Source: an optimization exercise on an open RTL-to-GDS flow (aim: small area and a short achievable clock period). Production flows keep margins and buffers that such runs may drop.
Only simulation tests tie the RTL to the original design; equivalence was not proved.
No activity file was given, so power comes from the tool's default toggle rates.

==> design/flow/design.v <==
package coproc_pkg;
  parameter int operand_w   = 16;    
  parameter int word_w      = 32;    
  parameter int mult_stages = 3;     
  parameter int cold_pulse_ext  = 6;
  parameter int warm_pulse_ext  = 2;
  parameter int debug_pulse_ext = 32;
  parameter int uptime_w = 32;    
  parameter int led_w    = 10;    
  typedef enum logic {
    pulse_idle   = 1'b0,
    pulse_active = 1'b1    
  } pulse_state_t;
endpackage
import coproc_pkg::*;
module pulse_timer #(
  parameter int pulse_ext = cold_pulse_ext    
) (
  input  logic CLOCK_50,
  input  logic hps_fpga_reset_n,
  input  logic run,        
  output logic expired     
);
  localparam int cnt_w = (pulse_ext > 1) ? $clog2(pulse_ext) : 1;
  localparam logic [cnt_w-1:0] last_val = cnt_w'(pulse_ext - 1);
  logic [cnt_w-1:0] cnt_q;
  always_ff @(posedge CLOCK_50 or negedge hps_fpga_reset_n) begin
    if (!hps_fpga_reset_n) begin
      cnt_q <= '0;
    end else if (run) begin
      if (expired) begin
        cnt_q <= '0;                    
      end else begin
        cnt_q <= cnt_q + 1'b1;
      end
    end
  end
  assign expired = (cnt_q == last_val);
endmodule
import coproc_pkg::*;
module reset_req_fsm #(
  parameter int pulse_ext = cold_pulse_ext    
) (
  input  logic CLOCK_50,
  input  logic hps_fpga_reset_n,
  input  logic req,       
  output logic pulse      
);
  logic         req_q;       
  logic         req_prev;    
  logic         rise;
  logic         expired;     
  coproc_pkg::pulse_state_t state_q;
  coproc_pkg::pulse_state_t state_d;
  always_ff @(posedge CLOCK_50 or negedge hps_fpga_reset_n) begin
    if (!hps_fpga_reset_n) begin
      req_q    <= 1'b0;
      req_prev <= 1'b0;
    end else begin
      req_q    <= req;        
      req_prev <= req_q;
    end
  end
  assign rise = req_q && !req_prev;    
  always_comb begin
    state_d = state_q;
    case (state_q)
      pulse_idle: begin
        if (rise) state_d = pulse_active;
      end
      pulse_active: begin
        if (expired) state_d = pulse_idle;
      end
      default: state_d = pulse_idle;
    endcase
  end
  always_ff @(posedge CLOCK_50 or negedge hps_fpga_reset_n) begin
    if (!hps_fpga_reset_n) begin
      state_q <= pulse_idle;
    end else begin
      state_q <= state_d;
    end
  end
  assign pulse = (state_q == pulse_active);
  pulse_timer #(
    .pulse_ext (pulse_ext)
  ) timer_inst (
    .CLOCK_50         (CLOCK_50),
    .hps_fpga_reset_n (hps_fpga_reset_n),
    .run              (pulse),
    .expired          (expired)
  );
endmodule
import coproc_pkg::*;
module mult_pipe #(
  parameter int stages = mult_stages    
) (
  input  logic              CLOCK_50,
  input  logic              hps_fpga_reset_n,
  input  logic [word_w-1:0] in_readdata,
  input  logic              in_waitrequest,
  output logic              in_read,
  output logic [word_w-1:0] out_writedata,
  output logic              out_write,
  input  logic              out_waitrequest
);
  logic              stall;
  logic [2:0]        vld_q;           
  logic [15:0]       op_b;            
  logic [16:0]       b_ext;           
  logic [15:0]       a_q;
  logic [7:0]        one_q, two_q, neg_q;
  logic              one8_q;
  logic [7:0]        one_d, two_d, neg_d;
  logic [76:0]       s1_d, s1_q;
  logic [27:0]       x2, y2, sum2;
  logic [word_w-1:0] p_d, p_q;
  assign stall   = out_waitrequest;
  assign in_read = !in_waitrequest && !stall;
  always_ff @(posedge CLOCK_50 or negedge hps_fpga_reset_n) begin
    if (!hps_fpga_reset_n) begin
      vld_q <= '0;
    end else if (!stall) begin
      vld_q <= {vld_q[1:0], in_read};
    end
  end
  assign op_b  = in_readdata[word_w-1:operand_w];
  assign b_ext = {op_b, 1'b0};
  always_comb begin
    for (int i = 0; i < 8; i++) begin
      one_d[i] = b_ext[2*i+1] ^ b_ext[2*i];
      two_d[i] = (b_ext[2*i+2] & !b_ext[2*i+1] & !b_ext[2*i]) |
                 (!b_ext[2*i+2] & b_ext[2*i+1] & b_ext[2*i]);
      neg_d[i] = b_ext[2*i+2];
    end
  end
  logic pp1;
  logic pp2;
  logic pp3;
  logic pp4;
  logic pp5;
  logic pp6;
  logic pp7;
  logic pp8;
  logic pp9;
  logic pp10;
  logic pp11;
  logic pp12;
  logic pp13;
  logic pp14;
  logic pp15;
  logic pp16;
  logic pp17;
  logic ns18;
  logic pp19;
  logic pp20;
  logic pp21;
  logic pp22;
  logic pp23;
  logic pp24;
  logic pp25;
  logic pp26;
  logic pp27;
  logic pp28;
  logic pp29;
  logic pp30;
  logic pp31;
  logic pp32;
  logic pp33;
  logic pp34;
  logic pp35;
  logic ns36;
  logic pp37;
  logic pp38;
  logic pp39;
  logic pp40;
  logic pp41;
  logic pp42;
  logic pp43;
  logic pp44;
  logic pp45;
  logic pp46;
  logic pp47;
  logic pp48;
  logic pp49;
  logic pp50;
  logic pp51;
  logic pp52;
  logic pp53;
  logic ns54;
  logic pp55;
  logic pp56;
  logic pp57;
  logic pp58;
  logic pp59;
  logic pp60;
  logic pp61;
  logic pp62;
  logic pp63;
  logic pp64;
  logic pp65;
  logic pp66;
  logic pp67;
  logic pp68;
  logic pp69;
  logic pp70;
  logic pp71;
  logic ns72;
  logic pp73;
  logic pp74;
  logic pp75;
  logic pp76;
  logic pp77;
  logic pp78;
  logic pp79;
  logic pp80;
  logic pp81;
  logic pp82;
  logic pp83;
  logic pp84;
  logic pp85;
  logic pp86;
  logic pp87;
  logic pp88;
  logic pp89;
  logic ns90;
  logic pp91;
  logic pp92;
  logic pp93;
  logic pp94;
  logic pp95;
  logic pp96;
  logic pp97;
  logic pp98;
  logic pp99;
  logic pp100;
  logic pp101;
  logic pp102;
  logic pp103;
  logic pp104;
  logic pp105;
  logic pp106;
  logic pp107;
  logic ns108;
  logic pp109;
  logic pp110;
  logic pp111;
  logic pp112;
  logic pp113;
  logic pp114;
  logic pp115;
  logic pp116;
  logic pp117;
  logic pp118;
  logic pp119;
  logic pp120;
  logic pp121;
  logic pp122;
  logic pp123;
  logic pp124;
  logic pp125;
  logic ns126;
  logic pp127;
  logic pp128;
  logic pp129;
  logic pp130;
  logic pp131;
  logic pp132;
  logic pp133;
  logic pp134;
  logic pp135;
  logic pp136;
  logic pp137;
  logic pp138;
  logic pp139;
  logic pp140;
  logic pp141;
  logic pp142;
  logic pp143;
  logic ns144;
  logic pp145;
  logic pp146;
  logic pp147;
  logic pp148;
  logic pp149;
  logic pp150;
  logic pp151;
  logic pp152;
  logic pp153;
  logic pp154;
  logic pp155;
  logic pp156;
  logic pp157;
  logic pp158;
  logic pp159;
  logic pp160;
  logic s161;
  logic c162;
  logic s163;
  logic c164;
  logic s165;
  logic c166;
  logic s167;
  logic c168;
  logic s169;
  logic c170;
  logic s171;
  logic c172;
  logic s173;
  logic c174;
  logic s175;
  logic c176;
  logic s177;
  logic c178;
  logic s179;
  logic c180;
  logic s181;
  logic c182;
  logic s183;
  logic c184;
  logic s185;
  logic c186;
  logic s187;
  logic c188;
  logic s189;
  logic c190;
  logic s191;
  logic c192;
  logic s193;
  logic c194;
  logic s195;
  logic c196;
  logic s197;
  logic c198;
  logic s199;
  logic c200;
  logic s201;
  logic c202;
  logic s203;
  logic c204;
  logic s205;
  logic c206;
  logic s207;
  logic c208;
  logic s209;
  logic c210;
  logic s211;
  logic c212;
  logic s213;
  logic c214;
  logic s215;
  logic c216;
  logic s217;
  logic c218;
  logic s219;
  logic c220;
  logic s221;
  logic c222;
  logic s223;
  logic c224;
  logic s225;
  logic c226;
  logic s227;
  logic c228;
  logic s229;
  logic c230;
  logic s231;
  logic c232;
  logic s233;
  logic c234;
  logic s235;
  logic c236;
  logic s237;
  logic c238;
  logic s239;
  logic c240;
  logic s241;
  logic c242;
  logic s243;
  logic c244;
  logic s245;
  logic c246;
  logic s247;
  logic c248;
  logic s249;
  logic c250;
  logic s251;
  logic c252;
  logic s253;
  logic c254;
  logic s255;
  logic c256;
  logic s257;
  logic c258;
  logic s259;
  logic c260;
  logic s261;
  logic c262;
  logic s263;
  logic c264;
  logic s265;
  logic c266;
  logic s267;
  logic c268;
  logic s269;
  logic c270;
  logic s271;
  logic c272;
  logic s273;
  logic c274;
  logic s275;
  logic c276;
  logic s277;
  logic c278;
  logic s279;
  logic c280;
  logic s281;
  logic c282;
  logic s283;
  logic c284;
  logic s285;
  logic c286;
  logic s287;
  logic c288;
  logic s289;
  logic c290;
  logic s291;
  logic c292;
  logic s293;
  logic c294;
  logic s295;
  logic c296;
  logic s297;
  logic c298;
  logic s299;
  logic c300;
  logic s301;
  logic c302;
  logic s303;
  logic c304;
  logic s305;
  logic c306;
  logic s307;
  logic c308;
  logic s309;
  logic c310;
  logic s311;
  logic c312;
  logic s313;
  logic c314;
  logic s315;
  logic c316;
  logic s317;
  logic c318;
  logic s319;
  logic c320;
  logic s321;
  logic c322;
  logic s323;
  logic c324;
  logic s325;
  logic c326;
  logic s327;
  logic c328;
  logic s329;
  logic c330;
  logic s331;
  logic c332;
  logic s333;
  logic c334;
  logic s335;
  logic c336;
  logic s337;
  logic c338;
  logic s339;
  logic c340;
  logic s341;
  logic c342;
  logic s343;
  logic c344;
  logic s345;
  logic c346;
  logic s347;
  logic c348;
  logic s349;
  logic c350;
  logic s351;
  logic c352;
  logic s353;
  logic c354;
  logic s355;
  logic c356;
  logic s357;
  logic c358;
  logic s359;
  logic c360;
  logic s361;
  logic c362;
  logic s363;
  logic c364;
  logic s365;
  logic c366;
  logic s367;
  logic c368;
  logic s369;
  logic c370;
  logic s371;
  logic c372;
  logic s373;
  logic c374;
  logic s375;
  logic c376;
  logic s377;
  logic c378;
  logic s379;
  logic c380;
  logic s381;
  logic c382;
  logic s383;
  logic c384;
  logic s385;
  logic c386;
  logic s387;
  logic c388;
  logic s389;
  logic c390;
  logic s391;
  logic c392;
  logic s393;
  logic c394;
  logic s395;
  logic c396;
  logic s397;
  logic c398;
  logic s399;
  logic c400;
  logic s401;
  logic c402;
  logic s403;
  logic c404;
  logic s405;
  logic c406;
  logic s409;
  logic c410;
  logic s411;
  logic c412;
  logic s413;
  logic c414;
  logic s415;
  logic c416;
  logic s417;
  logic c418;
  logic s419;
  logic c420;
  logic s421;
  logic c422;
  logic s423;
  logic c424;
  logic s425;
  logic c426;
  logic s427;
  logic c428;
  logic s429;
  logic c430;
  logic s431;
  logic c432;
  logic s433;
  logic c434;
  logic s435;
  logic c436;
  logic s437;
  logic c438;
  logic s439;
  logic c440;
  logic s441;
  logic c442;
  logic s443;
  logic c444;
  logic s445;
  logic c446;
  logic s447;
  logic c448;
  logic s449;
  logic c450;
  assign pp1 = ((one_q[0] & a_q[0])) ^ neg_q[0];
  assign pp2 = ((one_q[0] & a_q[1]) | (two_q[0] & a_q[0])) ^ neg_q[0];
  assign pp3 = ((one_q[0] & a_q[2]) | (two_q[0] & a_q[1])) ^ neg_q[0];
  assign pp4 = ((one_q[0] & a_q[3]) | (two_q[0] & a_q[2])) ^ neg_q[0];
  assign pp5 = ((one_q[0] & a_q[4]) | (two_q[0] & a_q[3])) ^ neg_q[0];
  assign pp6 = ((one_q[0] & a_q[5]) | (two_q[0] & a_q[4])) ^ neg_q[0];
  assign pp7 = ((one_q[0] & a_q[6]) | (two_q[0] & a_q[5])) ^ neg_q[0];
  assign pp8 = ((one_q[0] & a_q[7]) | (two_q[0] & a_q[6])) ^ neg_q[0];
  assign pp9 = ((one_q[0] & a_q[8]) | (two_q[0] & a_q[7])) ^ neg_q[0];
  assign pp10 = ((one_q[0] & a_q[9]) | (two_q[0] & a_q[8])) ^ neg_q[0];
  assign pp11 = ((one_q[0] & a_q[10]) | (two_q[0] & a_q[9])) ^ neg_q[0];
  assign pp12 = ((one_q[0] & a_q[11]) | (two_q[0] & a_q[10])) ^ neg_q[0];
  assign pp13 = ((one_q[0] & a_q[12]) | (two_q[0] & a_q[11])) ^ neg_q[0];
  assign pp14 = ((one_q[0] & a_q[13]) | (two_q[0] & a_q[12])) ^ neg_q[0];
  assign pp15 = ((one_q[0] & a_q[14]) | (two_q[0] & a_q[13])) ^ neg_q[0];
  assign pp16 = ((one_q[0] & a_q[15]) | (two_q[0] & a_q[14])) ^ neg_q[0];
  assign pp17 = ((two_q[0] & a_q[15])) ^ neg_q[0];
  assign ns18 = ~neg_q[0];
  assign pp19 = ((one_q[1] & a_q[0])) ^ neg_q[1];
  assign pp20 = ((one_q[1] & a_q[1]) | (two_q[1] & a_q[0])) ^ neg_q[1];
  assign pp21 = ((one_q[1] & a_q[2]) | (two_q[1] & a_q[1])) ^ neg_q[1];
  assign pp22 = ((one_q[1] & a_q[3]) | (two_q[1] & a_q[2])) ^ neg_q[1];
  assign pp23 = ((one_q[1] & a_q[4]) | (two_q[1] & a_q[3])) ^ neg_q[1];
  assign pp24 = ((one_q[1] & a_q[5]) | (two_q[1] & a_q[4])) ^ neg_q[1];
  assign pp25 = ((one_q[1] & a_q[6]) | (two_q[1] & a_q[5])) ^ neg_q[1];
  assign pp26 = ((one_q[1] & a_q[7]) | (two_q[1] & a_q[6])) ^ neg_q[1];
  assign pp27 = ((one_q[1] & a_q[8]) | (two_q[1] & a_q[7])) ^ neg_q[1];
  assign pp28 = ((one_q[1] & a_q[9]) | (two_q[1] & a_q[8])) ^ neg_q[1];
  assign pp29 = ((one_q[1] & a_q[10]) | (two_q[1] & a_q[9])) ^ neg_q[1];
  assign pp30 = ((one_q[1] & a_q[11]) | (two_q[1] & a_q[10])) ^ neg_q[1];
  assign pp31 = ((one_q[1] & a_q[12]) | (two_q[1] & a_q[11])) ^ neg_q[1];
  assign pp32 = ((one_q[1] & a_q[13]) | (two_q[1] & a_q[12])) ^ neg_q[1];
  assign pp33 = ((one_q[1] & a_q[14]) | (two_q[1] & a_q[13])) ^ neg_q[1];
  assign pp34 = ((one_q[1] & a_q[15]) | (two_q[1] & a_q[14])) ^ neg_q[1];
  assign pp35 = ((two_q[1] & a_q[15])) ^ neg_q[1];
  assign ns36 = ~neg_q[1];
  assign pp37 = ((one_q[2] & a_q[0])) ^ neg_q[2];
  assign pp38 = ((one_q[2] & a_q[1]) | (two_q[2] & a_q[0])) ^ neg_q[2];
  assign pp39 = ((one_q[2] & a_q[2]) | (two_q[2] & a_q[1])) ^ neg_q[2];
  assign pp40 = ((one_q[2] & a_q[3]) | (two_q[2] & a_q[2])) ^ neg_q[2];
  assign pp41 = ((one_q[2] & a_q[4]) | (two_q[2] & a_q[3])) ^ neg_q[2];
  assign pp42 = ((one_q[2] & a_q[5]) | (two_q[2] & a_q[4])) ^ neg_q[2];
  assign pp43 = ((one_q[2] & a_q[6]) | (two_q[2] & a_q[5])) ^ neg_q[2];
  assign pp44 = ((one_q[2] & a_q[7]) | (two_q[2] & a_q[6])) ^ neg_q[2];
  assign pp45 = ((one_q[2] & a_q[8]) | (two_q[2] & a_q[7])) ^ neg_q[2];
  assign pp46 = ((one_q[2] & a_q[9]) | (two_q[2] & a_q[8])) ^ neg_q[2];
  assign pp47 = ((one_q[2] & a_q[10]) | (two_q[2] & a_q[9])) ^ neg_q[2];
  assign pp48 = ((one_q[2] & a_q[11]) | (two_q[2] & a_q[10])) ^ neg_q[2];
  assign pp49 = ((one_q[2] & a_q[12]) | (two_q[2] & a_q[11])) ^ neg_q[2];
  assign pp50 = ((one_q[2] & a_q[13]) | (two_q[2] & a_q[12])) ^ neg_q[2];
  assign pp51 = ((one_q[2] & a_q[14]) | (two_q[2] & a_q[13])) ^ neg_q[2];
  assign pp52 = ((one_q[2] & a_q[15]) | (two_q[2] & a_q[14])) ^ neg_q[2];
  assign pp53 = ((two_q[2] & a_q[15])) ^ neg_q[2];
  assign ns54 = ~neg_q[2];
  assign pp55 = ((one_q[3] & a_q[0])) ^ neg_q[3];
  assign pp56 = ((one_q[3] & a_q[1]) | (two_q[3] & a_q[0])) ^ neg_q[3];
  assign pp57 = ((one_q[3] & a_q[2]) | (two_q[3] & a_q[1])) ^ neg_q[3];
  assign pp58 = ((one_q[3] & a_q[3]) | (two_q[3] & a_q[2])) ^ neg_q[3];
  assign pp59 = ((one_q[3] & a_q[4]) | (two_q[3] & a_q[3])) ^ neg_q[3];
  assign pp60 = ((one_q[3] & a_q[5]) | (two_q[3] & a_q[4])) ^ neg_q[3];
  assign pp61 = ((one_q[3] & a_q[6]) | (two_q[3] & a_q[5])) ^ neg_q[3];
  assign pp62 = ((one_q[3] & a_q[7]) | (two_q[3] & a_q[6])) ^ neg_q[3];
  assign pp63 = ((one_q[3] & a_q[8]) | (two_q[3] & a_q[7])) ^ neg_q[3];
  assign pp64 = ((one_q[3] & a_q[9]) | (two_q[3] & a_q[8])) ^ neg_q[3];
  assign pp65 = ((one_q[3] & a_q[10]) | (two_q[3] & a_q[9])) ^ neg_q[3];
  assign pp66 = ((one_q[3] & a_q[11]) | (two_q[3] & a_q[10])) ^ neg_q[3];
  assign pp67 = ((one_q[3] & a_q[12]) | (two_q[3] & a_q[11])) ^ neg_q[3];
  assign pp68 = ((one_q[3] & a_q[13]) | (two_q[3] & a_q[12])) ^ neg_q[3];
  assign pp69 = ((one_q[3] & a_q[14]) | (two_q[3] & a_q[13])) ^ neg_q[3];
  assign pp70 = ((one_q[3] & a_q[15]) | (two_q[3] & a_q[14])) ^ neg_q[3];
  assign pp71 = ((two_q[3] & a_q[15])) ^ neg_q[3];
  assign ns72 = ~neg_q[3];
  assign pp73 = ((one_q[4] & a_q[0])) ^ neg_q[4];
  assign pp74 = ((one_q[4] & a_q[1]) | (two_q[4] & a_q[0])) ^ neg_q[4];
  assign pp75 = ((one_q[4] & a_q[2]) | (two_q[4] & a_q[1])) ^ neg_q[4];
  assign pp76 = ((one_q[4] & a_q[3]) | (two_q[4] & a_q[2])) ^ neg_q[4];
  assign pp77 = ((one_q[4] & a_q[4]) | (two_q[4] & a_q[3])) ^ neg_q[4];
  assign pp78 = ((one_q[4] & a_q[5]) | (two_q[4] & a_q[4])) ^ neg_q[4];
  assign pp79 = ((one_q[4] & a_q[6]) | (two_q[4] & a_q[5])) ^ neg_q[4];
  assign pp80 = ((one_q[4] & a_q[7]) | (two_q[4] & a_q[6])) ^ neg_q[4];
  assign pp81 = ((one_q[4] & a_q[8]) | (two_q[4] & a_q[7])) ^ neg_q[4];
  assign pp82 = ((one_q[4] & a_q[9]) | (two_q[4] & a_q[8])) ^ neg_q[4];
  assign pp83 = ((one_q[4] & a_q[10]) | (two_q[4] & a_q[9])) ^ neg_q[4];
  assign pp84 = ((one_q[4] & a_q[11]) | (two_q[4] & a_q[10])) ^ neg_q[4];
  assign pp85 = ((one_q[4] & a_q[12]) | (two_q[4] & a_q[11])) ^ neg_q[4];
  assign pp86 = ((one_q[4] & a_q[13]) | (two_q[4] & a_q[12])) ^ neg_q[4];
  assign pp87 = ((one_q[4] & a_q[14]) | (two_q[4] & a_q[13])) ^ neg_q[4];
  assign pp88 = ((one_q[4] & a_q[15]) | (two_q[4] & a_q[14])) ^ neg_q[4];
  assign pp89 = ((two_q[4] & a_q[15])) ^ neg_q[4];
  assign ns90 = ~neg_q[4];
  assign pp91 = ((one_q[5] & a_q[0])) ^ neg_q[5];
  assign pp92 = ((one_q[5] & a_q[1]) | (two_q[5] & a_q[0])) ^ neg_q[5];
  assign pp93 = ((one_q[5] & a_q[2]) | (two_q[5] & a_q[1])) ^ neg_q[5];
  assign pp94 = ((one_q[5] & a_q[3]) | (two_q[5] & a_q[2])) ^ neg_q[5];
  assign pp95 = ((one_q[5] & a_q[4]) | (two_q[5] & a_q[3])) ^ neg_q[5];
  assign pp96 = ((one_q[5] & a_q[5]) | (two_q[5] & a_q[4])) ^ neg_q[5];
  assign pp97 = ((one_q[5] & a_q[6]) | (two_q[5] & a_q[5])) ^ neg_q[5];
  assign pp98 = ((one_q[5] & a_q[7]) | (two_q[5] & a_q[6])) ^ neg_q[5];
  assign pp99 = ((one_q[5] & a_q[8]) | (two_q[5] & a_q[7])) ^ neg_q[5];
  assign pp100 = ((one_q[5] & a_q[9]) | (two_q[5] & a_q[8])) ^ neg_q[5];
  assign pp101 = ((one_q[5] & a_q[10]) | (two_q[5] & a_q[9])) ^ neg_q[5];
  assign pp102 = ((one_q[5] & a_q[11]) | (two_q[5] & a_q[10])) ^ neg_q[5];
  assign pp103 = ((one_q[5] & a_q[12]) | (two_q[5] & a_q[11])) ^ neg_q[5];
  assign pp104 = ((one_q[5] & a_q[13]) | (two_q[5] & a_q[12])) ^ neg_q[5];
  assign pp105 = ((one_q[5] & a_q[14]) | (two_q[5] & a_q[13])) ^ neg_q[5];
  assign pp106 = ((one_q[5] & a_q[15]) | (two_q[5] & a_q[14])) ^ neg_q[5];
  assign pp107 = ((two_q[5] & a_q[15])) ^ neg_q[5];
  assign ns108 = ~neg_q[5];
  assign pp109 = ((one_q[6] & a_q[0])) ^ neg_q[6];
  assign pp110 = ((one_q[6] & a_q[1]) | (two_q[6] & a_q[0])) ^ neg_q[6];
  assign pp111 = ((one_q[6] & a_q[2]) | (two_q[6] & a_q[1])) ^ neg_q[6];
  assign pp112 = ((one_q[6] & a_q[3]) | (two_q[6] & a_q[2])) ^ neg_q[6];
  assign pp113 = ((one_q[6] & a_q[4]) | (two_q[6] & a_q[3])) ^ neg_q[6];
  assign pp114 = ((one_q[6] & a_q[5]) | (two_q[6] & a_q[4])) ^ neg_q[6];
  assign pp115 = ((one_q[6] & a_q[6]) | (two_q[6] & a_q[5])) ^ neg_q[6];
  assign pp116 = ((one_q[6] & a_q[7]) | (two_q[6] & a_q[6])) ^ neg_q[6];
  assign pp117 = ((one_q[6] & a_q[8]) | (two_q[6] & a_q[7])) ^ neg_q[6];
  assign pp118 = ((one_q[6] & a_q[9]) | (two_q[6] & a_q[8])) ^ neg_q[6];
  assign pp119 = ((one_q[6] & a_q[10]) | (two_q[6] & a_q[9])) ^ neg_q[6];
  assign pp120 = ((one_q[6] & a_q[11]) | (two_q[6] & a_q[10])) ^ neg_q[6];
  assign pp121 = ((one_q[6] & a_q[12]) | (two_q[6] & a_q[11])) ^ neg_q[6];
  assign pp122 = ((one_q[6] & a_q[13]) | (two_q[6] & a_q[12])) ^ neg_q[6];
  assign pp123 = ((one_q[6] & a_q[14]) | (two_q[6] & a_q[13])) ^ neg_q[6];
  assign pp124 = ((one_q[6] & a_q[15]) | (two_q[6] & a_q[14])) ^ neg_q[6];
  assign pp125 = ((two_q[6] & a_q[15])) ^ neg_q[6];
  assign ns126 = ~neg_q[6];
  assign pp127 = ((one_q[7] & a_q[0])) ^ neg_q[7];
  assign pp128 = ((one_q[7] & a_q[1]) | (two_q[7] & a_q[0])) ^ neg_q[7];
  assign pp129 = ((one_q[7] & a_q[2]) | (two_q[7] & a_q[1])) ^ neg_q[7];
  assign pp130 = ((one_q[7] & a_q[3]) | (two_q[7] & a_q[2])) ^ neg_q[7];
  assign pp131 = ((one_q[7] & a_q[4]) | (two_q[7] & a_q[3])) ^ neg_q[7];
  assign pp132 = ((one_q[7] & a_q[5]) | (two_q[7] & a_q[4])) ^ neg_q[7];
  assign pp133 = ((one_q[7] & a_q[6]) | (two_q[7] & a_q[5])) ^ neg_q[7];
  assign pp134 = ((one_q[7] & a_q[7]) | (two_q[7] & a_q[6])) ^ neg_q[7];
  assign pp135 = ((one_q[7] & a_q[8]) | (two_q[7] & a_q[7])) ^ neg_q[7];
  assign pp136 = ((one_q[7] & a_q[9]) | (two_q[7] & a_q[8])) ^ neg_q[7];
  assign pp137 = ((one_q[7] & a_q[10]) | (two_q[7] & a_q[9])) ^ neg_q[7];
  assign pp138 = ((one_q[7] & a_q[11]) | (two_q[7] & a_q[10])) ^ neg_q[7];
  assign pp139 = ((one_q[7] & a_q[12]) | (two_q[7] & a_q[11])) ^ neg_q[7];
  assign pp140 = ((one_q[7] & a_q[13]) | (two_q[7] & a_q[12])) ^ neg_q[7];
  assign pp141 = ((one_q[7] & a_q[14]) | (two_q[7] & a_q[13])) ^ neg_q[7];
  assign pp142 = ((one_q[7] & a_q[15]) | (two_q[7] & a_q[14])) ^ neg_q[7];
  assign pp143 = ((two_q[7] & a_q[15])) ^ neg_q[7];
  assign ns144 = ~neg_q[7];
  assign pp145 = one8_q & a_q[0];
  assign pp146 = one8_q & a_q[1];
  assign pp147 = one8_q & a_q[2];
  assign pp148 = one8_q & a_q[3];
  assign pp149 = one8_q & a_q[4];
  assign pp150 = one8_q & a_q[5];
  assign pp151 = one8_q & a_q[6];
  assign pp152 = one8_q & a_q[7];
  assign pp153 = one8_q & a_q[8];
  assign pp154 = one8_q & a_q[9];
  assign pp155 = one8_q & a_q[10];
  assign pp156 = one8_q & a_q[11];
  assign pp157 = one8_q & a_q[12];
  assign pp158 = one8_q & a_q[13];
  assign pp159 = one8_q & a_q[14];
  assign pp160 = one8_q & a_q[15];
  assign s161 = ~ns18;
  assign c162 = ns18;
  assign s163 = ~pp147;
  assign c164 = pp147;
  mult_ha u_s165 (.a(neg_q[5]), .b(pp11), .s(s165), .co(c166));
  mult_ha u_s167 (.a(pp12), .b(pp28), .s(s167), .co(c168));
  mult_fa u_s169 (.a(neg_q[6]), .b(pp13), .c(pp29), .s(s169), .co(c170));
  mult_ha u_s171 (.a(pp45), .b(pp61), .s(s171), .co(c172));
  mult_fa u_s173 (.a(pp14), .b(pp30), .c(pp46), .s(s173), .co(c174));
  mult_ha u_s175 (.a(pp62), .b(pp78), .s(s175), .co(c176));
  mult_fa u_s177 (.a(neg_q[7]), .b(pp15), .c(pp31), .s(s177), .co(c178));
  mult_fa u_s179 (.a(pp47), .b(pp63), .c(pp79), .s(s179), .co(c180));
  mult_ha u_s181 (.a(pp95), .b(pp111), .s(s181), .co(c182));
  mult_fa u_s183 (.a(pp16), .b(pp32), .c(pp48), .s(s183), .co(c184));
  mult_fa u_s185 (.a(pp64), .b(pp80), .c(pp96), .s(s185), .co(c186));
  mult_ha u_s187 (.a(pp112), .b(pp128), .s(s187), .co(c188));
  mult_fa u_s189 (.a(pp145), .b(pp17), .c(pp33), .s(s189), .co(c190));
  mult_fa u_s191 (.a(pp49), .b(pp65), .c(pp81), .s(s191), .co(c192));
  mult_fa u_s193 (.a(pp97), .b(pp113), .c(pp129), .s(s193), .co(c194));
  mult_fa u_s195 (.a(pp146), .b(s161), .c(pp34), .s(s195), .co(c196));
  mult_fa u_s197 (.a(pp50), .b(pp66), .c(pp82), .s(s197), .co(c198));
  mult_fa u_s199 (.a(pp98), .b(pp114), .c(pp130), .s(s199), .co(c200));
  mult_fa u_s201 (.a(c162), .b(s163), .c(pp35), .s(s201), .co(c202));
  mult_fa u_s203 (.a(pp51), .b(pp67), .c(pp83), .s(s203), .co(c204));
  mult_fa u_s205 (.a(pp99), .b(pp115), .c(pp131), .s(s205), .co(c206));
  mult_fa u_s207 (.a(ns36), .b(pp148), .c(c164), .s(s207), .co(c208));
  mult_fa u_s209 (.a(pp52), .b(pp68), .c(pp84), .s(s209), .co(c210));
  mult_fa u_s211 (.a(pp100), .b(pp116), .c(pp132), .s(s211), .co(c212));
  assign s213 = ~(pp149 ^ pp53);
  assign c214 = pp149 | pp53;
  mult_fa u_s215 (.a(pp69), .b(pp85), .c(pp101), .s(s215), .co(c216));
  mult_ha u_s217 (.a(pp117), .b(pp133), .s(s217), .co(c218));
  mult_fa u_s219 (.a(ns54), .b(pp150), .c(pp70), .s(s219), .co(c220));
  mult_fa u_s221 (.a(pp86), .b(pp102), .c(pp118), .s(s221), .co(c222));
  assign s223 = ~(pp151 ^ pp71);
  assign c224 = pp151 | pp71;
  mult_ha u_s225 (.a(pp87), .b(pp103), .s(s225), .co(c226));
  mult_fa u_s227 (.a(ns72), .b(pp152), .c(pp88), .s(s227), .co(c228));
  assign s229 = ~pp153;
  assign c230 = pp153;
  mult_ha u_s231 (.a(neg_q[3]), .b(pp7), .s(s231), .co(c232));
  mult_ha u_s233 (.a(pp8), .b(pp24), .s(s233), .co(c234));
  mult_fa u_s235 (.a(neg_q[4]), .b(pp9), .c(pp25), .s(s235), .co(c236));
  mult_ha u_s237 (.a(pp41), .b(pp57), .s(s237), .co(c238));
  mult_fa u_s239 (.a(pp10), .b(pp26), .c(pp42), .s(s239), .co(c240));
  mult_ha u_s241 (.a(pp58), .b(pp74), .s(s241), .co(c242));
  mult_fa u_s243 (.a(pp27), .b(pp43), .c(pp59), .s(s243), .co(c244));
  mult_fa u_s245 (.a(pp75), .b(pp91), .c(s165), .s(s245), .co(c246));
  mult_fa u_s247 (.a(pp44), .b(pp60), .c(pp76), .s(s247), .co(c248));
  mult_fa u_s249 (.a(pp92), .b(c166), .c(s167), .s(s249), .co(c250));
  mult_fa u_s251 (.a(pp77), .b(pp93), .c(pp109), .s(s251), .co(c252));
  mult_fa u_s253 (.a(c168), .b(s171), .c(s169), .s(s253), .co(c254));
  mult_fa u_s255 (.a(pp94), .b(pp110), .c(c172), .s(s255), .co(c256));
  mult_fa u_s257 (.a(s175), .b(c170), .c(s173), .s(s257), .co(c258));
  mult_fa u_s259 (.a(pp127), .b(c176), .c(s181), .s(s259), .co(c260));
  mult_fa u_s261 (.a(c174), .b(s177), .c(s179), .s(s261), .co(c262));
  mult_fa u_s263 (.a(c182), .b(s187), .c(c178), .s(s263), .co(c264));
  mult_fa u_s265 (.a(c180), .b(s183), .c(s185), .s(s265), .co(c266));
  mult_fa u_s267 (.a(c188), .b(c184), .c(c186), .s(s267), .co(c268));
  mult_fa u_s269 (.a(s189), .b(s191), .c(s193), .s(s269), .co(c270));
  mult_fa u_s271 (.a(c190), .b(c192), .c(c194), .s(s271), .co(c272));
  mult_fa u_s273 (.a(s195), .b(s197), .c(s199), .s(s273), .co(c274));
  mult_fa u_s275 (.a(c196), .b(c198), .c(c200), .s(s275), .co(c276));
  mult_fa u_s277 (.a(s201), .b(s203), .c(s205), .s(s277), .co(c278));
  mult_fa u_s279 (.a(s207), .b(c202), .c(c204), .s(s279), .co(c280));
  mult_fa u_s281 (.a(c206), .b(s209), .c(s211), .s(s281), .co(c282));
  mult_fa u_s283 (.a(c208), .b(s217), .c(c210), .s(s283), .co(c284));
  mult_fa u_s285 (.a(c212), .b(s213), .c(s215), .s(s285), .co(c286));
  mult_fa u_s287 (.a(pp134), .b(c218), .c(c214), .s(s287), .co(c288));
  mult_fa u_s289 (.a(c216), .b(s219), .c(s221), .s(s289), .co(c290));
  mult_fa u_s291 (.a(pp119), .b(pp135), .c(s225), .s(s291), .co(c292));
  mult_fa u_s293 (.a(c220), .b(c222), .c(s223), .s(s293), .co(c294));
  mult_fa u_s295 (.a(pp104), .b(pp120), .c(pp136), .s(s295), .co(c296));
  mult_fa u_s297 (.a(c226), .b(c224), .c(s227), .s(s297), .co(c298));
  mult_fa u_s299 (.a(s229), .b(pp89), .c(pp105), .s(s299), .co(c300));
  mult_fa u_s301 (.a(pp121), .b(pp137), .c(c228), .s(s301), .co(c302));
  mult_fa u_s303 (.a(ns90), .b(pp154), .c(c230), .s(s303), .co(c304));
  mult_fa u_s305 (.a(pp106), .b(pp122), .c(pp138), .s(s305), .co(c306));
  assign s307 = ~(pp155 ^ pp107);
  assign c308 = pp155 | pp107;
  mult_ha u_s309 (.a(pp123), .b(pp139), .s(s309), .co(c310));
  mult_fa u_s311 (.a(ns108), .b(pp156), .c(pp124), .s(s311), .co(c312));
  assign s313 = ~pp157;
  assign c314 = pp157;
  mult_ha u_s315 (.a(neg_q[2]), .b(pp5), .s(s315), .co(c316));
  mult_ha u_s317 (.a(pp6), .b(pp22), .s(s317), .co(c318));
  mult_fa u_s319 (.a(pp23), .b(pp39), .c(pp55), .s(s319), .co(c320));
  mult_fa u_s321 (.a(pp40), .b(pp56), .c(c232), .s(s321), .co(c322));
  mult_fa u_s323 (.a(pp73), .b(c234), .c(s237), .s(s323), .co(c324));
  mult_fa u_s325 (.a(c238), .b(s241), .c(c236), .s(s325), .co(c326));
  mult_fa u_s327 (.a(c242), .b(c240), .c(s243), .s(s327), .co(c328));
  mult_fa u_s329 (.a(c244), .b(s247), .c(c246), .s(s329), .co(c330));
  mult_fa u_s331 (.a(c248), .b(s251), .c(c250), .s(s331), .co(c332));
  mult_fa u_s333 (.a(c252), .b(s255), .c(c254), .s(s333), .co(c334));
  mult_fa u_s335 (.a(c256), .b(s259), .c(c258), .s(s335), .co(c336));
  mult_fa u_s337 (.a(c260), .b(c262), .c(s263), .s(s337), .co(c338));
  mult_fa u_s339 (.a(c264), .b(c266), .c(s267), .s(s339), .co(c340));
  mult_fa u_s341 (.a(c268), .b(c270), .c(s271), .s(s341), .co(c342));
  mult_fa u_s343 (.a(c272), .b(c274), .c(s275), .s(s343), .co(c344));
  mult_fa u_s345 (.a(c276), .b(c278), .c(s279), .s(s345), .co(c346));
  mult_fa u_s347 (.a(c280), .b(c282), .c(s283), .s(s347), .co(c348));
  mult_fa u_s349 (.a(c284), .b(c286), .c(s287), .s(s349), .co(c350));
  mult_fa u_s351 (.a(s291), .b(c288), .c(c290), .s(s351), .co(c352));
  mult_fa u_s353 (.a(s295), .b(c292), .c(c294), .s(s353), .co(c354));
  mult_fa u_s355 (.a(c296), .b(s299), .c(c298), .s(s355), .co(c356));
  mult_fa u_s357 (.a(s303), .b(c300), .c(s305), .s(s357), .co(c358));
  mult_fa u_s359 (.a(c304), .b(s309), .c(c306), .s(s359), .co(c360));
  mult_fa u_s361 (.a(pp140), .b(c310), .c(c308), .s(s361), .co(c362));
  mult_fa u_s363 (.a(s313), .b(pp125), .c(pp141), .s(s363), .co(c364));
  mult_fa u_s365 (.a(ns126), .b(pp158), .c(c314), .s(s365), .co(c366));
  assign s367 = ~pp159;
  assign c368 = pp159;
  mult_ha u_s369 (.a(neg_q[1]), .b(pp3), .s(s369), .co(c370));
  mult_ha u_s371 (.a(pp4), .b(pp20), .s(s371), .co(c372));
  mult_fa u_s373 (.a(pp21), .b(pp37), .c(s315), .s(s373), .co(c374));
  mult_fa u_s375 (.a(pp38), .b(c316), .c(s317), .s(s375), .co(c376));
  mult_fa u_s377 (.a(c318), .b(s231), .c(s319), .s(s377), .co(c378));
  mult_fa u_s379 (.a(s233), .b(c320), .c(s321), .s(s379), .co(c380));
  mult_fa u_s381 (.a(s235), .b(c322), .c(s323), .s(s381), .co(c382));
  mult_fa u_s383 (.a(s239), .b(c324), .c(s325), .s(s383), .co(c384));
  mult_fa u_s385 (.a(s245), .b(c326), .c(s327), .s(s385), .co(c386));
  mult_ha u_s387 (.a(s307), .b(c358), .s(s387), .co(c388));
  mult_fa u_s389 (.a(s311), .b(c360), .c(s361), .s(s389), .co(c390));
  mult_fa u_s391 (.a(c312), .b(s363), .c(c362), .s(s391), .co(c392));
  mult_fa u_s393 (.a(pp142), .b(s365), .c(c364), .s(s393), .co(c394));
  mult_fa u_s395 (.a(s367), .b(c366), .c(pp143), .s(s395), .co(c396));
  mult_fa u_s397 (.a(ns144), .b(pp160), .c(c368), .s(s397), .co(c398));
  mult_ha u_s399 (.a(neg_q[0]), .b(pp1), .s(s399), .co(c400));
  mult_ha u_s401 (.a(pp2), .b(c400), .s(s401), .co(c402));
  mult_fa u_s403 (.a(pp19), .b(s369), .c(c402), .s(s403), .co(c404));
  mult_fa u_s405 (.a(c370), .b(s371), .c(c404), .s(s405), .co(c406));
  assign s1_d = {c406, s397, c396, s395, c394, s393, c392, s391, c390, s389, c388, s359, s387, c356, s357, c302, s355, c354, s301, s353, c352, s297, s351, c350, s293, s349, c348, s289, s347, c346, s285, s345, c344, s281, s343, c342, s277, s341, c340, s273, s339, c338, s269, s337, c336, s265, s335, c334, s261, s333, c332, s257, s331, c330, s253, s329, c328, s249, c386, s385, c384, s383, c382, s381, c380, s379, c378, s377, c376, s375, c374, s373, c372, s405, s403, s401, s399};
  mult_fa u_s409 (.a(s1_q[18]), .b(s1_q[19]), .c(s1_q[20]), .s(s409), .co(c410));
  mult_fa u_s411 (.a(s1_q[22]), .b(s1_q[23]), .c(s1_q[24]), .s(s411), .co(c412));
  mult_fa u_s413 (.a(s1_q[25]), .b(s1_q[26]), .c(s1_q[27]), .s(s413), .co(c414));
  mult_fa u_s415 (.a(s1_q[28]), .b(s1_q[29]), .c(s1_q[30]), .s(s415), .co(c416));
  mult_fa u_s417 (.a(s1_q[31]), .b(s1_q[32]), .c(s1_q[33]), .s(s417), .co(c418));
  mult_fa u_s419 (.a(s1_q[34]), .b(s1_q[35]), .c(s1_q[36]), .s(s419), .co(c420));
  mult_fa u_s421 (.a(s1_q[37]), .b(s1_q[38]), .c(s1_q[39]), .s(s421), .co(c422));
  mult_fa u_s423 (.a(s1_q[40]), .b(s1_q[41]), .c(s1_q[42]), .s(s423), .co(c424));
  mult_fa u_s425 (.a(s1_q[43]), .b(s1_q[44]), .c(s1_q[45]), .s(s425), .co(c426));
  mult_fa u_s427 (.a(s1_q[46]), .b(s1_q[47]), .c(s1_q[48]), .s(s427), .co(c428));
  mult_fa u_s429 (.a(s1_q[49]), .b(s1_q[50]), .c(s1_q[51]), .s(s429), .co(c430));
  mult_fa u_s431 (.a(s1_q[52]), .b(s1_q[53]), .c(s1_q[54]), .s(s431), .co(c432));
  mult_fa u_s433 (.a(s1_q[55]), .b(s1_q[56]), .c(s1_q[57]), .s(s433), .co(c434));
  mult_fa u_s435 (.a(s1_q[58]), .b(s1_q[59]), .c(s1_q[60]), .s(s435), .co(c436));
  mult_fa u_s437 (.a(s1_q[61]), .b(s1_q[62]), .c(s1_q[63]), .s(s437), .co(c438));
  mult_ha u_s439 (.a(s1_q[64]), .b(s1_q[65]), .s(s439), .co(c440));
  mult_ha u_s441 (.a(s1_q[66]), .b(s1_q[67]), .s(s441), .co(c442));
  mult_ha u_s443 (.a(s1_q[68]), .b(s1_q[69]), .s(s443), .co(c444));
  mult_ha u_s445 (.a(s1_q[70]), .b(s1_q[71]), .s(s445), .co(c446));
  mult_ha u_s447 (.a(s1_q[72]), .b(s1_q[73]), .s(s447), .co(c448));
  mult_ha u_s449 (.a(s1_q[74]), .b(s1_q[75]), .s(s449), .co(c450));
  assign x2  = {s449, s447, s445, s443, s441, s439, s437, s435, s433, s431, s429, s427, s425, s423, s421, s419, s417, s415, s413, s411, s409, s1_q[16], s1_q[14], s1_q[12], s1_q[10], s1_q[8], s1_q[6], s1_q[4]};
  assign y2  = {c448, c446, c444, c442, c440, c438, c436, c434, c432, c430, c428, c426, c424, c422, c420, c418, c416, c414, c412, c410, s1_q[21], s1_q[17], s1_q[15], s1_q[13], s1_q[11], s1_q[9], s1_q[7], s1_q[5]};
  logic [27:0] g0, p0, cy;
  assign g0 = x2 & y2;
  assign p0 = x2 ^ y2;
  logic bg1;
  assign bg1 = g0[0] | (p0[0] & s1_q[76]);
  logic bg2;
  assign bg2 = g0[2] | (p0[2] & g0[1]);
  logic bp2;
  assign bp2 = p0[2] & p0[1];
  logic bg3;
  assign bg3 = g0[4] | (p0[4] & g0[3]);
  logic bp3;
  assign bp3 = p0[4] & p0[3];
  logic bg4;
  assign bg4 = g0[6] | (p0[6] & g0[5]);
  logic bp4;
  assign bp4 = p0[6] & p0[5];
  logic bg5;
  assign bg5 = g0[8] | (p0[8] & g0[7]);
  logic bp5;
  assign bp5 = p0[8] & p0[7];
  logic bg6;
  assign bg6 = g0[10] | (p0[10] & g0[9]);
  logic bp6;
  assign bp6 = p0[10] & p0[9];
  logic bg7;
  assign bg7 = g0[12] | (p0[12] & g0[11]);
  logic bp7;
  assign bp7 = p0[12] & p0[11];
  logic bg8;
  assign bg8 = g0[14] | (p0[14] & g0[13]);
  logic bp8;
  assign bp8 = p0[14] & p0[13];
  logic bg9;
  assign bg9 = g0[16] | (p0[16] & g0[15]);
  logic bp9;
  assign bp9 = p0[16] & p0[15];
  logic bg10;
  assign bg10 = g0[18] | (p0[18] & g0[17]);
  logic bp10;
  assign bp10 = p0[18] & p0[17];
  logic bg11;
  assign bg11 = g0[20] | (p0[20] & g0[19]);
  logic bp11;
  assign bp11 = p0[20] & p0[19];
  logic bg12;
  assign bg12 = g0[22] | (p0[22] & g0[21]);
  logic bp12;
  assign bp12 = p0[22] & p0[21];
  logic bg13;
  assign bg13 = g0[24] | (p0[24] & g0[23]);
  logic bp13;
  assign bp13 = p0[24] & p0[23];
  logic bg14;
  assign bg14 = g0[26] | (p0[26] & g0[25]);
  logic bp14;
  assign bp14 = p0[26] & p0[25];
  logic bg15;
  assign bg15 = g0[1] | (p0[1] & bg1);
  logic bg16;
  assign bg16 = bg2 | (bp2 & bg1);
  logic bg17;
  assign bg17 = g0[5] | (p0[5] & bg3);
  logic bp17;
  assign bp17 = p0[5] & bp3;
  logic bg18;
  assign bg18 = bg4 | (bp4 & bg3);
  logic bp18;
  assign bp18 = bp4 & bp3;
  logic bg19;
  assign bg19 = g0[9] | (p0[9] & bg5);
  logic bp19;
  assign bp19 = p0[9] & bp5;
  logic bg20;
  assign bg20 = bg6 | (bp6 & bg5);
  logic bp20;
  assign bp20 = bp6 & bp5;
  logic bg21;
  assign bg21 = g0[13] | (p0[13] & bg7);
  logic bp21;
  assign bp21 = p0[13] & bp7;
  logic bg22;
  assign bg22 = bg8 | (bp8 & bg7);
  logic bp22;
  assign bp22 = bp8 & bp7;
  logic bg23;
  assign bg23 = g0[17] | (p0[17] & bg9);
  logic bp23;
  assign bp23 = p0[17] & bp9;
  logic bg24;
  assign bg24 = bg10 | (bp10 & bg9);
  logic bp24;
  assign bp24 = bp10 & bp9;
  logic bg25;
  assign bg25 = g0[21] | (p0[21] & bg11);
  logic bp25;
  assign bp25 = p0[21] & bp11;
  logic bg26;
  assign bg26 = bg12 | (bp12 & bg11);
  logic bp26;
  assign bp26 = bp12 & bp11;
  logic bg27;
  assign bg27 = g0[25] | (p0[25] & bg13);
  logic bp27;
  assign bp27 = p0[25] & bp13;
  logic bg28;
  assign bg28 = bg14 | (bp14 & bg13);
  logic bp28;
  assign bp28 = bp14 & bp13;
  logic bg29;
  assign bg29 = g0[3] | (p0[3] & bg16);
  logic bg30;
  assign bg30 = bg3 | (bp3 & bg16);
  logic bg31;
  assign bg31 = bg17 | (bp17 & bg16);
  logic bg32;
  assign bg32 = bg18 | (bp18 & bg16);
  logic bg33;
  assign bg33 = g0[11] | (p0[11] & bg20);
  logic bp33;
  assign bp33 = p0[11] & bp20;
  logic bg34;
  assign bg34 = bg7 | (bp7 & bg20);
  logic bp34;
  assign bp34 = bp7 & bp20;
  logic bg35;
  assign bg35 = bg21 | (bp21 & bg20);
  logic bp35;
  assign bp35 = bp21 & bp20;
  logic bg36;
  assign bg36 = bg22 | (bp22 & bg20);
  logic bp36;
  assign bp36 = bp22 & bp20;
  logic bg37;
  assign bg37 = g0[19] | (p0[19] & bg24);
  logic bp37;
  assign bp37 = p0[19] & bp24;
  logic bg38;
  assign bg38 = bg11 | (bp11 & bg24);
  logic bp38;
  assign bp38 = bp11 & bp24;
  logic bg39;
  assign bg39 = bg25 | (bp25 & bg24);
  logic bp39;
  assign bp39 = bp25 & bp24;
  logic bg40;
  assign bg40 = bg26 | (bp26 & bg24);
  logic bp40;
  assign bp40 = bp26 & bp24;
  logic bg41;
  assign bg41 = g0[27] | (p0[27] & bg28);
  logic bp41;
  assign bp41 = p0[27] & bp28;
  logic bg42;
  assign bg42 = g0[7] | (p0[7] & bg32);
  logic bg43;
  assign bg43 = bg5 | (bp5 & bg32);
  logic bg44;
  assign bg44 = bg19 | (bp19 & bg32);
  logic bg45;
  assign bg45 = bg20 | (bp20 & bg32);
  logic bg46;
  assign bg46 = bg33 | (bp33 & bg32);
  logic bg47;
  assign bg47 = bg34 | (bp34 & bg32);
  logic bg48;
  assign bg48 = bg35 | (bp35 & bg32);
  logic bg49;
  assign bg49 = bg36 | (bp36 & bg32);
  logic bg50;
  assign bg50 = g0[23] | (p0[23] & bg40);
  logic bp50;
  assign bp50 = p0[23] & bp40;
  logic bg51;
  assign bg51 = bg13 | (bp13 & bg40);
  logic bp51;
  assign bp51 = bp13 & bp40;
  logic bg52;
  assign bg52 = bg27 | (bp27 & bg40);
  logic bp52;
  assign bp52 = bp27 & bp40;
  logic bg53;
  assign bg53 = bg28 | (bp28 & bg40);
  logic bp53;
  assign bp53 = bp28 & bp40;
  logic bg54;
  assign bg54 = bg41 | (bp41 & bg40);
  logic bp54;
  assign bp54 = bp41 & bp40;
  logic bg55;
  assign bg55 = g0[15] | (p0[15] & bg49);
  logic bg56;
  assign bg56 = bg9 | (bp9 & bg49);
  logic bg57;
  assign bg57 = bg23 | (bp23 & bg49);
  logic bg58;
  assign bg58 = bg24 | (bp24 & bg49);
  logic bg59;
  assign bg59 = bg37 | (bp37 & bg49);
  logic bg60;
  assign bg60 = bg38 | (bp38 & bg49);
  logic bg61;
  assign bg61 = bg39 | (bp39 & bg49);
  logic bg62;
  assign bg62 = bg40 | (bp40 & bg49);
  logic bg63;
  assign bg63 = bg50 | (bp50 & bg49);
  logic bg64;
  assign bg64 = bg51 | (bp51 & bg49);
  logic bg65;
  assign bg65 = bg52 | (bp52 & bg49);
  logic bg66;
  assign bg66 = bg53 | (bp53 & bg49);
  logic bg67;
  assign bg67 = bg54 | (bp54 & bg49);
  assign cy = {bg66, bg65, bg64, bg63, bg62, bg61, bg60, bg59, bg58, bg57, bg56, bg55, bg49, bg48, bg47, bg46, bg45, bg44, bg43, bg42, bg32, bg31, bg30, bg29, bg16, bg15, bg1, s1_q[76]};
  assign sum2 = p0 ^ cy;
  assign p_d = {sum2, {s1_q[3], s1_q[2], s1_q[1], s1_q[0]}};
  always_ff @(posedge CLOCK_50) begin
    if (!stall) begin
      a_q    <= in_readdata[operand_w-1:0];
      one_q  <= one_d;
      two_q  <= two_d;
      neg_q  <= neg_d;
      one8_q <= op_b[15];
      s1_q   <= s1_d;
      p_q    <= p_d;
    end
  end
  assign out_write     = vld_q[2];
  assign out_writedata = p_q;
endmodule
module mult_fa (
  input  logic a,
  input  logic b,
  input  logic c,
  output logic s,
  output logic co
);
  assign s  = a ^ b ^ c;
  assign co = (a & b) | (c & (a ^ b));
endmodule
module mult_ha (
  input  logic a,
  input  logic b,
  output logic s,
  output logic co
);
  assign s  = a ^ b;
  assign co = a & b;
endmodule
import coproc_pkg::*;
module coproc_top (
  input  logic                CLOCK_50,
  input  logic                hps_fpga_reset_n,
  input  logic [word_w-1:0]   in_readdata,
  input  logic                in_waitrequest,
  output logic                in_read,
  output logic [word_w-1:0]   out_writedata,
  output logic                out_write,
  input  logic                out_waitrequest,
  input  logic [2:0]          reset_req,
  output logic                cold_reset,
  output logic                warm_reset,
  output logic                debug_reset,
  output logic [uptime_w-1:0] status_count,
  output logic [led_w-1:0]    ledr
);
  logic [uptime_w-1:0] uptime_q;    
  mult_pipe #(
    .stages (mult_stages)
  ) mult_inst (
    .CLOCK_50         (CLOCK_50),
    .hps_fpga_reset_n (hps_fpga_reset_n),
    .in_readdata      (in_readdata),
    .in_waitrequest   (in_waitrequest),
    .in_read          (in_read),
    .out_writedata    (out_writedata),
    .out_write        (out_write),
    .out_waitrequest  (out_waitrequest)
  );
  reset_req_fsm #(
    .pulse_ext (cold_pulse_ext)
  ) cold_req_inst (
    .CLOCK_50         (CLOCK_50),
    .hps_fpga_reset_n (hps_fpga_reset_n),
    .req              (reset_req[0]),
    .pulse            (cold_reset)
  );
  reset_req_fsm #(
    .pulse_ext (warm_pulse_ext)
  ) warm_req_inst (
    .CLOCK_50         (CLOCK_50),
    .hps_fpga_reset_n (hps_fpga_reset_n),
    .req              (reset_req[1]),
    .pulse            (warm_reset)
  );
  reset_req_fsm #(
    .pulse_ext (debug_pulse_ext)
  ) debug_req_inst (
    .CLOCK_50         (CLOCK_50),
    .hps_fpga_reset_n (hps_fpga_reset_n),
    .req              (reset_req[2]),
    .pulse            (debug_reset)
  );
  localparam int grp_w = 8;
  localparam int n_grp = uptime_w / grp_w;
  logic [uptime_w-1:0] uptime_d;
  logic [n_grp-1:0]    grp_cin;
  logic [grp_w:0]      carry [n_grp];    
  assign grp_cin[0] = 1'b1;
  for (genvar g = 1; g < n_grp; g++) begin : g_cin
    assign grp_cin[g] = grp_cin[g-1] & (&uptime_q[g*grp_w-1 -: grp_w]);
  end
  for (genvar g = 0; g < n_grp; g++) begin : g_grp
    for (genvar i = 0; i < grp_w; i++) begin : g_bit
      if (g == 0 && i == 0) begin : g_lsb
        assign uptime_d[0]  = !uptime_q[0];
        assign carry[0][1]  = uptime_q[0];
      end else begin : g_ha
        uptime_ha ha_inst (
          .a  (uptime_q[g*grp_w+i]),
          .b  ((i == 0) ? grp_cin[g] : carry[g][i]),
          .s  (uptime_d[g*grp_w+i]),
          .co (carry[g][i+1])
        );
      end
    end
  end
  always_ff @(posedge CLOCK_50 or negedge hps_fpga_reset_n) begin
    if (!hps_fpga_reset_n) begin
      uptime_q <= '0;
    end else begin
      uptime_q <= uptime_d;    
    end
  end
  assign status_count = uptime_q;                        
  assign ledr         = uptime_q[uptime_w-1 -: led_w];   
endmodule
module uptime_ha (
  input  logic a,
  input  logic b,
  output logic s,
  output logic co
);
  assign s  = a ^ b;
  assign co = a & b;
endmodule
==> design/flow/flow/run.sh <==
#!/bin/bash
# Layout flow: the standard ORFS flow, with the port buffers that the
# placement step inserts made from sky130_fd_sc_hd__buf_1, which the timing
# repair may then resize, instead of the delay-cell buffer the resizer picks.
set -euo pipefail
bash standard.sh "BUFFER_PORTS_ARGS=-buffer_cell sky130_fd_sc_hd__buf_1" finish > orfs_make.log 2>&1
==> design/flow/standard.sh <==
#!/bin/bash
# synth_recipe.tcl (not shown) runs the flow's synth.tcl, then flattens the netlist and writes it again
# the make line also repeats each setting of config.mk as NAME=value (left out here)
make -C /OpenROAD-flow-scripts/flow DESIGN_CONFIG=/design/flow/config.mk WORK_HOME=/design/flow/orfs CLKGATE_MAP_FILE= SYNTH_SCRIPT=/design/flow/synth_recipe.tcl "${@:-finish}"
==> design/flow/config.mk <==
export PLATFORM = sky130hd
export DESIGN_NAME = coproc_top
export DESIGN_NICKNAME = coproc_top
export VERILOG_FILES = /design/flow/design.v
export SDC_FILE = /design/flow/constraint.sdc
export NUM_CORES = 4
export LEC_CHECK = 0
export CAP_MARGIN = 20
export CORE_MARGIN = 2
export CORE_UTILIZATION = 65
export CTS_CLUSTER_DIAMETER = 150
export CTS_CLUSTER_SIZE = 30
export SETUP_SLACK_MARGIN = 3.7
export SLEW_MARGIN = 20
export SYNTH_HIERARCHICAL = 1
==> design/flow/constraint.sdc <==
create_clock -name core_clock -period 6.8 [get_ports {CLOCK_50}]
set_input_delay 1.3600 -clock core_clock [delete_from_list [all_inputs] [get_ports {CLOCK_50}]]
set_output_delay 1.3600 -clock core_clock [all_outputs]
set_load 0.01 [all_outputs]
==> impl_metrics.yaml, run 1 <==
worst_setup_path:
  crit_path_max_fanout: 5
  setup.worst_path.class: "primary input to output port"
  worstSetupEndpointType: "output port"
  worst_setup_path_start_kind: "primary input"
  required_ns: 5.44
  cp.arrival_ns: 1.72
cts:
  cts_inserted_buffers: 10
  clk_pin_slew_ns: 0.10
  cts.root.buffer_cell: "clkbuf_16"
  cts.path.max_buffers: 3
  clock-sinks: 202
  tritoncts: "built"
  htree_depth: 1
  clock_latency_ns: 0.48
timing:
  fmax_mhz: 325
  timing.max_slew.rel_slack_pct: 30.6
  hold_violations: 0
  timing.final.max_slew_violations: 0
  rsz0062_at_grt: "yes"
  finalSetupTns_ns: 0
  post-route-min-period_ns: 3.08
  fin_skew_ns: 0.0158
  post-route-period-util_pct: 45.3
  final-setup-viol-count: 0
  worst_slew_pin_slew_ns: 1.04
drt:
  route.vias.total: 8189
  drt-total-wl_um: 26000
  detail_route.wl_per_cell_um: 19.1
  dr.first_iter.drc_count: 715
  dr.pass1.iters: 5
  drt_antenna_net_count: 0
  vias_per_cell: 6.03
  remaining_drc_errors: 0
placement:
  portBuffers: 117
  dpl.cell_count: 1314
  detailedPlacementHpwl_um: 18000
  gp_congestion: 0.867
logic_synthesis:
  synth.yosys.warnings: 16
  synthesis.area_um2: 13300
  synth.yosys.seq_area_share_pct: 43.6
  postSynthCellCount: 1014
  synth-edff-count: 149
  unique_masters_post_synth: 57
  yosys_most_used_dff: "edfxtp_1"
  ys_seq_elements: 202
  synth.net_count: 1256
  syn_area_per_cell_um2: 13.1
  synth-async-reset-ratio_pct: 26.2
finish:
  fin_nets: 1326
  antenna-diode-count: 0
  area.sequential_um2: 5800
  area_of_the_multi_input_gates_um2: 7070
  area_growth_from_synthesis_to_layout_pct: 8.55
  post-route-util_pct: 71.6
  drive_gt1_share_pct: 7.54
  final.fill_count: 1427
  number_of_standard_cells_in_the_final_layout_excluding_fillers: 1357
floorplan:
  design.portCount: 118
  fp.dieH_um: 147
  number_of_placement_rows: 52
  design.die.area_um2: 21600
  die_w_um: 147
  initial_core_util_pct: 65.9
  floorplan.core_area_um2: 20200
grt:
  antenna_violations_before_repair: 0
  grt-ovfl-total: 0
  met3_grt_util_pct: 2.80
  global_route.usage.met1_pct: 37.7
  grt_use_met2_pct: 38.4
  global_route_wire_length_before_repair_um: 42300
  groute.usage.overall_pct: 24.6
  grt_pass1_vias: 8138
  globalRoute.busiestLayer: "met2"
  grt_start_max_net_pins: 70
run_status:
  outcome: "finished clean"
pwr:
  p_leak_uw: 0.00570
  max-vdd-ir-drop_mv: 0.245
  p_per_area_nw_per_um2: 464
flow_run:
  cap_violations: 0
hold_path:
  holdCritPathClass: "flip-flop to flip-flop"
-- Yosys stat by module, one instance, submodules excluded, excerpt --
module / cells inside / times used / cell area (µm²) / flops+latches
mult_ha: 1 / 26 / 12.5 / 0
mult_fa: 1 / 110 / 20.0 / 0
uptime_ha: 1 / 31 / 12.5 / 0
coproc_top: 54 / 1 / 963 / 32
-- final timing paths --
| check | slack (ns) | from | cells past startpoint | end |
|---|---|---|---|---|
| hold / removal | 0.40 | warm_req_inst.req_q$_DFF_PN0_ | 0 | warm_req_inst.req_prev$_DFF_PN0_ |
| setup reg to reg | 3.76 | mult_inst.s1_q[51]$_DFFE_PN_ | 8 | mult_inst.p_q[29]$_DFFE_PN_ |
| max in group asynchronous | 5.39 | hps_fpga_reset_n | 2 | uptime_q[12]$_DFF_PN0_ |
| setup / recovery | 3.72 | out_waitrequest | 3 | in_read |
| hold reg to reg | 0.40 | warm_req_inst.req_q$_DFF_PN0_ | 0 | warm_req_inst.req_prev$_DFF_PN0_ |
| min in group asynchronous | 0.97 | hps_fpga_reset_n | 2 | debug_req_inst.state_q$_DFF_PN0_ |
-- state kept, by name, indices dropped and copies added (netlist names), 3 cells and up --
name,flops
mult_inst.s1_q,77
mult_inst.p_q,32
uptime_q,32
mult_inst.a_q,16
mult_inst.one_q,8
mult_inst.two_q,8
mult_inst.neg_q,7
debug_req_inst.timer_inst.cnt_q,5
cold_req_inst.timer_inst.cnt_q,3
mult_inst.vld_q,3
-- Yosys cell counts, types with 5 or more instances --
cell type,count,area [µm²]
nand3b_1,8,60.1
a21oi_1,15,75.1
xnor2_1,146,1280
nand2b_1,14,87.6
fa_1,115,2300
nand4_1,5,31.3
clkbuf_1,79,297
nor3_1,11,55.1
nand2_1,32,120
nor2_1,12,45.0
a22oi_1,120,901
edfxtp_1,149,4470
buf_4,11,82.6
ha_1,88,1100
o21ai_0,12,60.1
dfrtp_1,53,1330
mux2i_1,5,50.1
inv_1,40,150
xor2_1,15,131
and2_1,14,87.6
-- repair_timing --
action | CTS | global route
endpoints found under the setup margin | 12 | 23
gates resized for setup | 5 | 18
pin swaps | 5 | 15
setup buffers | 5 | 23
hold buffers | 0 | 0
-- final cells by class --
cell class	instances	area share, %
Tap cell	270	2.34
Timing Repair Buffer	151	5.33
Inverter	40	1.07
Clock inverter	1	0.0607
Clock buffer	14	1.99
Multi-Input combinational cell	679	49.0
Sequential cell	202	40.2
-- per-layer routing --
metal	up-vias	routed length, µm
met1	4105	11600
met2	331	12100
met3	38	1780
met4	0	426
li1	3715	-
met5	-	0
-- power breakdown --
part,internal [µW],switching (µW)
Combinational,1770,1990
Sequential,2010,258
Clock,302,374
-- layout by cell type, fill, tap and decap left out, types with 3 or more instances in the layout --
| master | n |
|---|---|
| dfrtp_1 | 53 |
| o21ai_0 | 12 |
| edfxtp_1 | 149 |
| nand4_1 | 5 |
| buf_1 | 114 |
| a21oi_1 | 13 |
| fa_1 | 115 |
| nor3_1 | 11 |
| mux2_2 | 4 |
| nand2b_1 | 14 |
| a22oi_1 | 120 |
| o311ai_1 | 3 |
| buf_12 | 5 |
| nand2_1 | 32 |
| nor2b_1 | 3 |
| nand3b_1 | 8 |
| a21o_1 | 4 |
| inv_1 | 39 |
| xor2_1 | 15 |
| clkbuf_1 | 3 |
| nor2_1 | 10 |
| xnor2_1 | 146 |
| ha_1 | 84 |
| nand3_1 | 3 |
| mux2i_1 | 5 |
| and3_1 | 4 |
| a221o_1 | 3 |
| and2_1 | 13 |
| clkbuf_16 | 11 |
| buf_4 | 30 |
| ha_4 | 3 |
-- critical path, stage by stage --
cell,delay [ns]
buf_4,0.14
nor2_4,0.11
buf_6,0.10
-- through the flow --
stage          worst slack (ns)  cell area [µm²]  hold slack, ns  total power (µW)
4_1_cts                    3.69            14100           0.396              6400
3_5_place_dp               3.46            13700           0.372              5650
3_3_place_gp               3.55            13700           0.359              5490
5_1_grt                    3.64            14400           0.401              7280
6_report                   3.72            14400           0.396              6700
2_1_floorplan              2.90            13300           0.355              4750
-- cells by family after synthesis --
logic type | after synthesis | synth area share [%]
compound gates | 182 | 10.0
mux | 11 | 0.941
buf+inv | 133 | 4.07
fa+ha+maj | 203 | 25.6
flops | 202 | 43.6
xor+xnor | 161 | 10.6
simple gates | 122 | 5.11
==> run 2, diff against run 1 <==
--- a/design/flow/config.mk
+++ b/design/flow/config.mk
@@ -11,5 +11,5 @@
 export CTS_CLUSTER_DIAMETER = 150
 export CTS_CLUSTER_SIZE = 30
-export SETUP_SLACK_MARGIN = 3.7
+export SETUP_SLACK_MARGIN = 3.76
 export SLEW_MARGIN = 20
 export SYNTH_HIERARCHICAL = 1
==> impl_metrics.yaml, run 2 <==
cts:
  cts.path.max_buffers: 3
  post_cts_hold_buffer_count: 0
  htree_depth: 1
  cts.root.buffer_cell: "clkbuf_16"
  clk_pin_slew_ns: 0.12
  cts_inserted_buffers: 10
pwr:
  p_leak_uw: 0.00587
  totalPowerFinal_uw: 6740
  p_per_area_nw_per_um2: 456
  max-vdd-ir-drop_mv: 0.240
logic_synthesis:
  post-synth-top-count-cell: "edfxtp_1"
  syn_area_per_cell_um2: 13.1
  synth-edff-count: 149
  unique_masters_post_synth: 57
  synth.yosys.warnings: 16
  netlist.area_leader.share_pct: 33.7
  post_synth_main_area_contributors: "edfxtp_1 34%, fa_1 17%, dfrtp_1 10%"
  yosys_most_used_dff: "edfxtp_1"
  synth.net_count: 1256
  synth-async-reset-ratio_pct: 26.2
  synth.yosys.seq_area_share_pct: 43.6
timing:
  fmax_mhz: 329
  timing.final.max_slew_violations: 0
  post-route-period-util_pct: 44.8
  post-route-min-period_ns: 3.04
  finalSetupTns_ns: 0
  worst_slew_pin_slew_ns: 0.871
  fin_skew_ns: 0.0155
  rsz0062_at_grt: "yes"
  final.hold.worst_slack_ns: 0.397
finish:
  largest_reg_flops: 77
  design_area_um2: 14800
  drive_gt1_share_pct: 9.89
  top_registers: "mult_inst.s1_q (77), mult_inst.p_q (32), uptime_q (32)"
  area_growth_from_synthesis_to_layout_pct: 11.2
  leading_cell_type_in_the_layout_fill_and_taps_excluded: "edfxtp_1"
  final.fill_count: 1391
floorplan:
  floorplan.core_area_um2: 20200
  die_w_um: 147
  fp.dieH_um: 147
  number_of_placement_rows: 52
  initial_core_util_pct: 65.9
  design.die.area_um2: 21600
worst_setup_path:
  crit_path_start: "mult_inst.s1_q[51]$_DFFE_PN_"
  timing.critical_path.slowest_cell_delay_ns: 0.61
  worst_path_cell_with_the_longest_stage_delay: "fa_1"
  cp.arrival_ns: 3.40
  minimum_setup_slack_among_reg_to_reg_paths_ns: 3.76
  path_common_cell: "a221o_1"
  worst_setup_path_start_kind: "flip-flop"
  setup.worst_path.class: "flip-flop to flip-flop"
  r2r_end: "mult_inst.p_q[29]$_DFFE_PN_"
  required_ns: 7.15
  timing.reg2reg.worst_path_depth: 8
drt:
  detail_route.wl_per_cell_um: 18.9
  drt-total-wl_um: 26100
  dr.first_iter.drc_count: 611
  vias_per_cell: 5.98
  drt_antenna_net_count: 0
flow_run:
  cap_violations: 0
grt:
  grt_use_met2_pct: 38.6
  globalRoute.busiestLayer: "met2"
  grt_pass1_vias: 8184
  grt_start_max_net_pins: 70
  global_route.usage.met1_pct: 37.6
  groute.usage.overall_pct: 24.6
placement:
  placed_cell_area_um2: 13700
  portBuffers: 117
hold_path:
  hold_path_end: "warm_req_inst.req_prev$_DFF_PN0_"
  min_path_cells: 0
run_status:
  outcome: "finished clean"
run 2: per-module statistics from Yosys (local to each module, per instance), a selection:
module | cells inside | flops+latches | copies in the design | area (µm²)
coproc_top | 54 | 32 | 1 | 963
mult_fa | 1 | 0 | 110 | 20.0
mult_ha | 1 | 0 | 26 | 12.5
uptime_ha | 1 | 0 | 31 | 12.5
run 2: routing by layer:
layer	vias up	wire (µm)
li1	3766	-
met1	4146	11800
met2	312	12300
met3	35	1630
met4	0	408
met5	-	0
run 2: stage by stage:
step	setup slack [ns]	instances	util, %
floorplan	2.90	1014	-
global placement	3.55	1314	68.1
detailed placement	3.46	1314	68.1
CTS	3.72	1338	70.2
global route	3.64	1382	73.3
finish	3.76	1382	73.3
run 2: cells by family after synthesis:
group / Yosys count / synth area share, %
adders and majority gates: 203 / 25.6
DFF: 202 / 43.6
AOI/OAI and AO/OA: 182 / 10.0
xor gates and xnor gates: 161 / 10.6
buffers and inverters: 133 / 4.07
and+or+nand+nor: 122 / 5.11
muxes: 11 / 0.941
run 2: worst max-delay path by stage:
stage	cells after the start	slack (ns)	endpoint
finish	8	3.76	mult_inst.p_q[29]$_DFFE_PN_
CTS	8	3.72	mult_inst.p_q[30]$_DFFE_PN_
detailed placement	8	3.46	mult_inst.p_q[26]$_DFFE_PN_
floorplan	1	2.90	mult_inst.a_q[0]$_DFFE_PN_
global route	8	3.64	mult_inst.p_q[29]$_DFFE_PN_
global placement	8	3.55	mult_inst.p_q[26]$_DFFE_PN_
run 2: power breakdown:
| group | leakage [µW] | switching (µW) | internal (µW) | total [µW] |
|---|---|---|---|---|
| sequential | 0.00214 | 232 | 2010 | 2240 |
| combinational | 0.00359 | 2020 | 1800 | 3830 |
| clock | 0.000144 | 371 | 301 | 673 |
run 2: cell type report:
cell class              count  area, µm²  area share, %
clock buffers              14        287           1.94
clock inverters             1       8.76         0.0593
inverters                  40        154           1.04
multi-input cells         679       7090           48.0
flip-flops and latches    202       5800           39.3
well taps                 270        338           2.29
repair buffers            176       1090           7.41
run 2: worst max-delay path: cells and delay by family, from the launching register on:
family / cells / cell delay, ns
AOI/OAI and AO/OA: 2 / 0.78
adders and majority gates: 2 / 0.84
buffers and inverters: 1 / 0.17
DFF: 1 / 0.42
and+or+nand+nor: 3 / 0.72
run 2: repair_timing:
action,CTS,global route
resized for setup,11,18
pin swaps,8,16
endpoints found under the setup margin,15,29
buffers inserted,9,44

Check on run 2: ideal ports give 3.756 ns setup slack; a clkbuf_16 on the clock port and buf_2 on the inputs give 3.718 ns; moving port delays by the midpoint clock arrival (0.512 ns) as well gives 3.567 ns.
